From an optimization exercise on the open Yosys and OpenROAD flow, aimed at small area and few clock cycles; shortcuts taken in it are not production practice.
Function was checked by simulation only, so behaviour that the tests miss may differ from the original.
No activity file was given, so power comes from the tool's default toggle rates.

==> build 22 <==
==> flow/design.v (excerpt) <==
module sha256_feeder (
    input  logic         clk,
    input  logic         rst,
    input  logic         in_valid,
    output logic         in_ready,
    input  logic [31:0]  in_data,
    input  logic         in_last,
    input  logic [2:0]   in_bytes,
    output logic         core_rst_n,
    output logic         core_calcu_en,
    output logic [31:0]  core_word,
    input  logic         core_calcu_rdy,
    output logic         core_read_en,
    input  logic [31:0]  core_word_out,
    output logic [255:0] digest,
    output logic         digest_valid
);
    typedef enum logic [1:0] {CRST, IDLE, SEND, READ} state_t;
    state_t             state;
    logic [15:0][31:0]  fb;          
    logic [15:0]        fv;          
    logic [15:0]        ld;          
    logic [3:0]         cnt;         
    logic [29:0]        wc;          
    logic [1:0]         lb;          
    logic               last_seen;   
    logic               mk_done;     
    logic               fin_q;       
    logic               lenfit_q;    
    logic [223:0]       dig_sr;
    logic               dv;
    logic full, compact, start_ok, go, sending, pop, push, store;
    logic fin, tail, marker, lenfit_now, rd_last;
    assign full    = &fv;
    assign compact = &(fv[14:0] | ~fv[15:1]);
    assign start_ok = last_seen ? compact : full;
    assign go      = (state == IDLE) && start_ok && core_calcu_rdy;
    assign sending = go || (state == SEND);
    assign pop     = sending && fv[0];
    assign in_ready = !last_seen && !full;
    assign push     = in_valid && in_ready;
    assign store    = push && (in_bytes != 3'd0);
    assign fin    = (state == SEND) ? fin_q : last_seen;
    assign tail   = fin && fv[0] && !fv[1] && (lb != 2'd0);
    assign marker = fin && !fv[0] && !mk_done;
    assign lenfit_now = mk_done || ((lb == 2'd0) ? !fv[13] : !fv[14]);
    assign rd_last = (state == READ) && cnt[3];
    assign core_rst_n    = !((state == CRST) || rd_last);
    assign core_calcu_en = go;
  ...
==> module sha256_feeder, before the edit <==
module sha256_feeder (
    input  logic         clk,
    input  logic         rst,
    input  logic         in_valid,
    output logic         in_ready,
    input  logic [31:0]  in_data,
    input  logic         in_last,
    input  logic [2:0]   in_bytes,
    output logic         core_rst_n,
    output logic         core_calcu_en,
    output logic [31:0]  core_word,
    input  logic         core_calcu_rdy,
    output logic         core_read_en,
    input  logic [31:0]  core_word_out,
    output logic [255:0] digest,
    output logic         digest_valid
);
    typedef enum logic [1:0] {CRST, IDLE, SEND, READ} state_t;
    state_t             state;
    logic [15:0][31:0]  fb;          
    logic [15:0]        fv;          
    logic [15:0]        ld;          
    logic [3:0]         cnt;         
    logic [29:0]        wc;          
    logic [1:0]         lb;          
    logic               last_seen;   
    logic               mk_done;     
    logic               fin_q;       
    logic               lenfit_q;    
    logic [223:0]       dig_sr;
    logic               dv;
    logic full, compact, start_ok, go, sending, pop, push, store;
    logic fin, tail, marker, lenfit_now, rd_last;
    assign full    = &fv;
    assign compact = &(fv[14:0] | ~fv[15:1]);
    assign start_ok = last_seen ? compact : full;
    assign go      = (state == IDLE) && start_ok && core_calcu_rdy;
    assign sending = go || (state == SEND);
    assign pop     = sending && fv[0];
    assign in_ready = !last_seen && !full;
    assign push     = in_valid && in_ready;
    assign store    = push && (in_bytes != 3'd0);
    assign fin    = (state == SEND) ? fin_q : last_seen;
    assign tail   = fin && fv[0] && !fv[1] && (lb != 2'd0);
    assign marker = fin && !fv[0] && !mk_done;
    assign lenfit_now = mk_done || ((lb == 2'd0) ? !fv[13] : !fv[14]);
    assign rd_last = (state == READ) && cnt[3];
    assign core_rst_n    = !((state == CRST) || rd_last);
    assign core_calcu_en = go;
    assign core_read_en  = (state == READ) && !cnt[3] && core_calcu_rdy;
    assign digest_valid  = dv;
    always_comb begin
        if (fv[0]) begin
            core_word = fb[0];
            if (tail) begin
                case (lb)
                    2'd1:    core_word = {fb[0][31:24], 24'h80_0000};
                    2'd2:    core_word = {fb[0][31:16], 16'h8000};
                    default: core_word = {fb[0][31:8], 8'h80};
                endcase
            end
        end else if (marker) begin
            core_word = 32'h8000_0000;
        end else if (fin_q && lenfit_q && (state == SEND) && (cnt[3:1] == 3'b111)) begin
            core_word = cnt[0] ? {wc[26:0], lb, 3'b0} : {29'b0, wc[29:27]};
        end else begin
            core_word = 32'h0;
        end
    end
    always_comb begin
        ld[0] = !fv[0] || pop;
        for (int i = 1; i < 16; i++) ld[i] = !fv[i] || ld[i-1];
    end
    always_ff @(posedge clk) begin
        if (rst) begin
            state     <= CRST;
            fv        <= '0;
            cnt       <= '0;
            wc        <= '0;
            lb        <= '0;
            last_seen <= 1'b0;
            mk_done   <= 1'b0;
            fin_q     <= 1'b0;
            lenfit_q  <= 1'b0;
            dv        <= 1'b0;
            digest    <= '0;
        end else begin
            dv <= 1'b0;
            for (int i = 0; i < 15; i++) if (ld[i]) fv[i] <= fv[i+1];
            if (ld[15]) fv[15] <= store;
            if (push) begin
                if (in_bytes[2]) wc <= wc + 30'd1;
                if (in_last) begin
                    last_seen <= 1'b1;
                    lb        <= in_bytes[1:0];
                end
            end
            if (sending && (tail || marker)) mk_done <= 1'b1;
            case (state)
                CRST: state <= IDLE;
                IDLE: begin
                    cnt <= 4'd0;
                    if (go) begin
                        state    <= SEND;
                        cnt      <= 4'd1;
                        fin_q    <= last_seen;
                        lenfit_q <= lenfit_now;
                    end
                end
                SEND: begin
                    cnt <= cnt + 4'd1;
                    if (cnt == 4'd15) begin
                        if (fin_q && lenfit_q) begin
                            state     <= READ;
                            cnt       <= 4'd0;
                            last_seen <= 1'b0;
                            mk_done   <= 1'b0;
                            wc        <= '0;
                        end else begin
                            state <= IDLE;
                        end
                    end
                end
                READ: begin
                    if (core_read_en) cnt <= cnt + 4'd1;
                    if (cnt[3]) begin
                        digest <= {dig_sr, core_word_out};
                        dv     <= 1'b1;
                        state  <= IDLE;
                    end
                end
                default: state <= CRST;
            endcase
        end
    end
    always_ff @(posedge clk) begin
        for (int i = 0; i < 15; i++) if (ld[i]) fb[i] <= fb[i+1];
        if (ld[15]) fb[15] <= in_data;
        dig_sr <= {dig_sr[191:0], core_word_out};
    end
endmodule
clock: 5.0 ns
lec_check: 0
cap_margin: 20
core_margin: 2
core_utilization: 40
slew_margin: 20
standard.sh (not shown) runs the stock make flow with config.mk's settings and CLKGATE_MAP_FILE= SYNTH_SCRIPT=/design/flow/synth_recipe.tcl, a recipe that flattens the netlist after the stock synthesis.
==> flow/flow/run.sh <==
#!/bin/bash
# Standard layout, with plain buf_1 port buffers and no CTS dummy loads.
set -euo pipefail
export BUFFER_PORTS_ARGS="-buffer_cell sky130_fd_sc_hd__buf_1"
export CTS_ARGS="-sink_clustering_enable -repair_clock_nets -dont_use_dummy_load ${CTS_EXTRA:-}"
bash standard.sh > standard.log 2>&1
==> inputs of build 69, as changes to build 22 <==
--- a/flow/design.v
+++ b/flow/design.v
@@ -16,9 +16,10 @@
     output logic         digest_valid
 );
+    localparam int N = 15;           
     typedef enum logic [1:0] {CRST, IDLE, SEND, READ} state_t;
     state_t             state;
-    logic [15:0][31:0]  fb;          
-    logic [15:0]        fv;          
-    logic [15:0]        ld;          
+    logic [N-1:0][31:0] fb;          
+    logic [N-1:0]       fv;          
+    logic [N-1:0]       ld;          
     logic [3:0]         cnt;         
     logic [29:0]        wc;          
@@ -26,23 +27,23 @@
     logic               last_seen;   
     logic               mk_done;     
-    logic               fin_q;       
-    logic               lenfit_q;    
-    logic [223:0]       dig_sr;
+    logic               len_q;       
     logic               dv;
     logic full, compact, start_ok, go, sending, pop, push, store;
-    logic fin, tail, marker, lenfit_now, rd_last;
+    logic tail, marker, len_now, rd_last, brk;
     assign full    = &fv;
-    assign compact = &(fv[14:0] | ~fv[15:1]);
-    assign start_ok = last_seen ? compact : full;
+    assign compact = &(fv[N-2:0] | ~fv[N-1:1]);
+    assign start_ok = last_seen ? compact : (full && in_valid);
     assign go      = (state == IDLE) && start_ok && core_calcu_rdy;
     assign sending = go || (state == SEND);
     assign pop     = sending && fv[0];
-    assign in_ready = !last_seen && !full;
+    assign brk      = (state == READ);
+    assign in_ready = !last_seen && (brk ? !(&fv[N-1:7]) :
+                      (!full || ((state == SEND) && fv[0]) ||
+                       ((state == IDLE) && core_calcu_rdy)));
     assign push     = in_valid && in_ready;
     assign store    = push && (in_bytes != 3'd0);
-    assign fin    = (state == SEND) ? fin_q : last_seen;
-    assign tail   = fin && fv[0] && !fv[1] && (lb != 2'd0);
-    assign marker = fin && !fv[0] && !mk_done;
-    assign lenfit_now = mk_done || ((lb == 2'd0) ? !fv[13] : !fv[14]);
+    assign tail    = last_seen && fv[0] && !(|fv[N-1:1]) && (lb != 2'd0);
+    assign marker  = last_seen && !fv[0] && !mk_done;
+    assign len_now = last_seen && !fv[0] && mk_done;
     assign rd_last = (state == READ) && cnt[3];
     assign core_rst_n    = !((state == CRST) || rd_last);
@@ -62,6 +63,8 @@
         end else if (marker) begin
             core_word = 32'h8000_0000;
-        end else if (fin_q && lenfit_q && (state == SEND) && (cnt[3:1] == 3'b111)) begin
-            core_word = cnt[0] ? {wc[26:0], lb, 3'b0} : {29'b0, wc[29:27]};
+        end else if ((cnt == 4'd14) && len_now) begin
+            core_word = {29'b0, wc[29:27]};
+        end else if ((cnt == 4'd15) && len_q) begin
+            core_word = {wc[26:0], lb, 3'b0};
         end else begin
             core_word = 32'h0;
@@ -69,6 +72,8 @@
     end
     always_comb begin
-        ld[0] = !fv[0] || pop;
-        for (int i = 1; i < 16; i++) ld[i] = !fv[i] || ld[i-1];
+        ld[0] = !fv[0] || pop || brk;
+        for (int i = 1; i < 7; i++) ld[i] = !fv[i] || ld[i-1];
+        ld[7] = !fv[7] || (ld[6] && !brk);
+        for (int i = 8; i < N; i++) ld[i] = !fv[i] || ld[i-1];
     end
     always_ff @(posedge clk) begin
@@ -81,12 +86,12 @@
             last_seen <= 1'b0;
             mk_done   <= 1'b0;
-            fin_q     <= 1'b0;
-            lenfit_q  <= 1'b0;
+            len_q     <= 1'b0;
             dv        <= 1'b0;
-            digest    <= '0;
         end else begin
             dv <= 1'b0;
-            for (int i = 0; i < 15; i++) if (ld[i]) fv[i] <= fv[i+1];
-            if (ld[15]) fv[15] <= store;
+            for (int i = 0; i < 6; i++) if (ld[i]) fv[i] <= fv[i+1];
+            if (ld[6]) fv[6] <= fv[7] && !brk;
+            for (int i = 7; i < N-1; i++) if (ld[i]) fv[i] <= fv[i+1];
+            if (ld[N-1]) fv[N-1] <= store;
             if (push) begin
                 if (in_bytes[2]) wc <= wc + 30'd1;
@@ -102,14 +107,13 @@
                     cnt <= 4'd0;
                     if (go) begin
-                        state    <= SEND;
-                        cnt      <= 4'd1;
-                        fin_q    <= last_seen;
-                        lenfit_q <= lenfit_now;
+                        state <= SEND;
+                        cnt   <= 4'd1;
                     end
                 end
                 SEND: begin
-                    cnt <= cnt + 4'd1;
+                    cnt   <= cnt + 4'd1;
+                    len_q <= (cnt == 4'd14) && len_now;
                     if (cnt == 4'd15) begin
-                        if (fin_q && lenfit_q) begin
+                        if (len_q) begin
                             state     <= READ;
                             cnt       <= 4'd0;
@@ -125,5 +129,4 @@
                     if (core_read_en) cnt <= cnt + 4'd1;
                     if (cnt[3]) begin
-                        digest <= {dig_sr, core_word_out};
                         dv     <= 1'b1;
                         state  <= IDLE;
@@ -134,8 +137,13 @@
         end
     end
+    logic dg_ld, dg_hold;
+    assign dg_ld   = !rst && rd_last;
+    assign dg_hold = !rst && !rd_last;
+    always_ff @(posedge clk)
+        digest <= (digest & {256{dg_hold}}) |
+                  ({fb[0], fb[1], fb[2], fb[3], fb[4], fb[5], fb[6], core_word_out} & {256{dg_ld}});
     always_ff @(posedge clk) begin
-        for (int i = 0; i < 15; i++) if (ld[i]) fb[i] <= fb[i+1];
-        if (ld[15]) fb[15] <= in_data;
-        dig_sr <= {dig_sr[191:0], core_word_out};
+        for (int i = 0; i < N-1; i++) if (ld[i]) fb[i] <= (i == 6 && brk) ? core_word_out : fb[i+1];
+        if (ld[N-1]) fb[N-1] <= in_data;
     end
 endmodule
==> flow/flow/run.sh (replaced) <==
#!/bin/bash
# Standard layout, with plain buf_1 port buffers and no CTS dummy loads.
set -euo pipefail
export BUFFER_PORTS_ARGS="-buffer_cell sky130_fd_sc_hd__buf_1"
export CTS_ARGS="-sink_clustering_enable -repair_clock_nets -dont_use_dummy_load -buf_list sky130_fd_sc_hd__clkbuf_4 -sink_clustering_size 10 -sink_clustering_max_diameter 40"
bash standard.sh > standard.log 2>&1
- CORE_UTILIZATION: 40 -> 70
==> inputs of build 24, as changes to build 22 <==
==> flow/design.v (replaced) <==
module sha256_feeder (
    input  logic         clk,
    input  logic         rst,
    input  logic         in_valid,
    output logic         in_ready,
    input  logic [31:0]  in_data,
    input  logic         in_last,
    input  logic [2:0]   in_bytes,
    output logic         core_rst_n,
    output logic         core_calcu_en,
    output logic [31:0]  core_word,
    input  logic         core_calcu_rdy,
    output logic         core_read_en,
    input  logic [31:0]  core_word_out,
    output logic [255:0] digest,
    output logic         digest_valid
);
    localparam int N = 15;           
    typedef enum logic [1:0] {CRST, IDLE, SEND, READ} state_t;
    state_t             state;
    logic [N-1:0][31:0] fb;          
    logic [N-1:0]       fv;          
    logic [N-1:0]       ld;          
    logic [3:0]         cnt;         
    logic [29:0]        wc;          
    logic [1:0]         lb;          
    logic               last_seen;   
    logic               mk_done;     
    logic               len_q;       
    logic               dv;
    logic full, compact, start_ok, go, sending, pop, push, store;
    logic tail, marker, len_now, rd_last, brk;
    assign full    = &fv;
    assign compact = &(fv[N-2:0] | ~fv[N-1:1]);
    assign start_ok = last_seen ? compact : (full && in_valid);
    assign go      = (state == IDLE) && start_ok && core_calcu_rdy;
    assign sending = go || (state == SEND);
    assign pop     = sending && fv[0];
    assign brk      = (state == READ);
    assign in_ready = !last_seen && (brk ? !(&fv[N-1:7]) :
                      (!full || ((state == SEND) && fv[0]) ||
                       ((state == IDLE) && core_calcu_rdy)));
    assign push     = in_valid && in_ready;
    assign store    = push && (in_bytes != 3'd0);
    assign tail    = last_seen && fv[0] && !(|fv[N-1:1]) && (lb != 2'd0);
    assign marker  = last_seen && !fv[0] && !mk_done;
    assign len_now = last_seen && !fv[0] && mk_done;
    assign rd_last = (state == READ) && cnt[3];
    assign core_rst_n    = (state != CRST);
    assign core_calcu_en = go;
    assign core_read_en  = (state == READ) && !cnt[3] && core_calcu_rdy;
    assign digest_valid  = dv;
    always_comb begin
        if (fv[0]) begin
            core_word = fb[0];
            if (tail) begin
                case (lb)
                    2'd1:    core_word = {fb[0][31:24], 24'h80_0000};
                    2'd2:    core_word = {fb[0][31:16], 16'h8000};
                    default: core_word = {fb[0][31:8], 8'h80};
                endcase
            end
        end else if (marker) begin
            core_word = 32'h8000_0000;
        end else if ((cnt == 4'd14) && len_now) begin
            core_word = {29'b0, wc[29:27]};
        end else if ((cnt == 4'd15) && len_q) begin
            core_word = {wc[26:0], lb, 3'b0};
        end else begin
            core_word = 32'h0;
        end
    end
    always_comb begin
        ld[0] = !fv[0] || pop || brk;
        for (int i = 1; i < 7; i++) ld[i] = !fv[i] || ld[i-1];
        ld[7] = !fv[7] || (ld[6] && !brk);
        for (int i = 8; i < N; i++) ld[i] = !fv[i] || ld[i-1];
    end
    always_ff @(posedge clk) begin
        if (rst) begin
            state     <= CRST;
            fv        <= '0;
            cnt       <= '0;
            wc        <= '0;
            lb        <= '0;
            last_seen <= 1'b0;
            mk_done   <= 1'b0;
            len_q     <= 1'b0;
            dv        <= 1'b0;
        end else begin
            dv <= 1'b0;
            for (int i = 0; i < 6; i++) if (ld[i]) fv[i] <= fv[i+1];
            if (ld[6]) fv[6] <= fv[7] && !brk;
            for (int i = 7; i < N-1; i++) if (ld[i]) fv[i] <= fv[i+1];
            if (ld[N-1]) fv[N-1] <= store;
            if (push) begin
                if (in_bytes[2]) wc <= wc + 30'd1;
                if (in_last) begin
                    last_seen <= 1'b1;
                    lb        <= in_bytes[1:0];
                end
            end
            if (sending && (tail || marker)) mk_done <= 1'b1;
            case (state)
                CRST: state <= IDLE;
                IDLE: begin
                    cnt <= 4'd0;
                    if (go) begin
                        state <= SEND;
                        cnt   <= 4'd1;
                    end
                end
                SEND: begin
                    cnt   <= cnt + 4'd1;
                    len_q <= (cnt == 4'd14) && len_now;
                    if (cnt == 4'd15) begin
                        if (len_q) begin
                            state     <= READ;
                            cnt       <= 4'd0;
                            last_seen <= 1'b0;
                            mk_done   <= 1'b0;
                            wc        <= '0;
                        end else begin
                            state <= IDLE;
                        end
                    end
                end
                READ: begin
                    if (core_read_en) cnt <= cnt + 4'd1;
                    if (cnt[3]) begin
                        dv     <= 1'b1;
                        state  <= CRST;
                    end
                end
                default: state <= CRST;
            endcase
        end
    end
    logic dg_ld, dg_hold;
    assign dg_ld   = !rst && rd_last;
    assign dg_hold = !rst && !rd_last;
    always_ff @(posedge clk)
        digest <= (digest & {256{dg_hold}}) |
                  ({fb[0], fb[1], fb[2], fb[3], fb[4], fb[5], fb[6], core_word_out} & {256{dg_ld}});
    always_ff @(posedge clk) begin
        for (int i = 0; i < N-1; i++) if (ld[i]) fb[i] <= (i == 6 && brk) ? core_word_out : fb[i+1];
        if (ld[N-1]) fb[N-1] <= in_data;
    end
endmodule
==> flow/flow/run.sh (replaced) <==
#!/bin/bash
# Standard layout, with plain buf_1 port buffers and no CTS dummy loads.
set -euo pipefail
export BUFFER_PORTS_ARGS="-buffer_cell sky130_fd_sc_hd__buf_1"
export CTS_ARGS="-sink_clustering_enable -repair_clock_nets -dont_use_dummy_load -buf_list sky130_fd_sc_hd__clkbuf_8 -sink_clustering_size 16 -sink_clustering_max_diameter 60"
bash standard.sh > standard.log 2>&1
- CORE_UTILIZATION: 40 -> 70
- GPL_ROUTABILITY_DRIVEN: unset -> 0
- GPL_TIMING_DRIVEN: unset -> 0
==> comparison <==
Build 22 completed without violations. Build 69 finished with timing, DRC and antenna clean. Build 24 produced a clean layout. Hold slack, highest first: build 24, build 69, build 22. Between build 69 and build 22, the lower first-iteration DRC count is in build 69 (gap 4.4%, measured against build 22). Against build 22, the sequential share of layout area of build 69 is higher by 2.0 points. Between build 69 and build 24, the lower power is in build 24 (gap 0.99%, measured against build 24). Utilization, lowest first: build 22, build 69, build 24. Non-clock buffer count: build 24 > build 22 > build 69. Global-route usage, highest first: build 24, build 69, build 22. Setup slack: build 69 > build 22 > build 24. Of build 24 and build 22, build 22 has the higher cell area (gap 21%, measured against build 22).
==> figures <==
item                                                  build 22   build 24   build 69
Final clock-cell share                                   6.89%      2.65%      2.53%
Vias per inst                                             4.71       6.09       6.10
N_taps                                                    1050        468        468
Vias after detailed routing                              17.5k      15.3k      14.5k
Beginning of the critical path                        state[0]     cnt[3]      fv[0]
Crit-path slowest cell                                 nor4b_2     nor4_2    dfxtp_1
Count leader, synth                                    nand2_1   edfxtp_1   edfxtp_1
Power spent charging and discharging nets              3.01 mW    2.02 mW    2.15 mW
Relative slew slack                                      27.9%      25.0%      24.5%
Clock network fraction of total power                    39.2%      27.3%      26.1%
Outcome                       no timing/DRC/antenna violations  no timing/DRC/antenna violations  no timing/DRC/antenna violations
Area share of the largest cell type after synthesis      48.0%      55.6%      56.0%
Cell internal power dissipation                        13.0 mW    8.20 mW    8.17 mW
Largest fanout of any net on the critical path              10         10         23
Placement-stage cell area                            34500 µm²  28300 µm²  27700 µm²
Number of flip-flops and latches                          1051        793        793
Final period utilization                                 84.0%      89.4%      83.3%
Clock buffer instance count of the final layout            102         56         96
Area share of fa/ha/maj cells after synthesis           0.391%     0.290%     0.583%
Testbench counts of build 22, summed over its fixed seeds: cycles 30,671.
Testbench counts of build 69, summed over its fixed seeds: cycles 32,916.
Testbench counts of build 24, summed over its fixed seeds: cycles 32,918.

separate check: timing with driven ports:
The results above use ideal ports. As a check the final layouts listed here were re-extracted and re-timed, cells and wires unchanged.
Step 1: set_driving_cell puts a clkbuf_16 on clk and a buf_2 on each other input, an assumption about the parent block.
Step 2 also shifts input and output timing later by t, the mid clock arrival at the registers, as if the neighbouring blocks saw the same clock.
Slacks: ideal / step 1 / step 2; pairs: ideal / step 1.
run	t, ns	slack for setup (ns)	hold WS [ns]
build 22	0.669	0.800 / 0.739 / 1.408	0.313 / 0.313 / 0.313
build 69	0.808	0.836 / 0.787 / 1.206	0.376 / 0.353 / 0.382
build 24	0.688	0.528 / 0.476 / 0.910	0.400 / 0.400 / 0.400
After both steps every run listed still meets setup and hold.
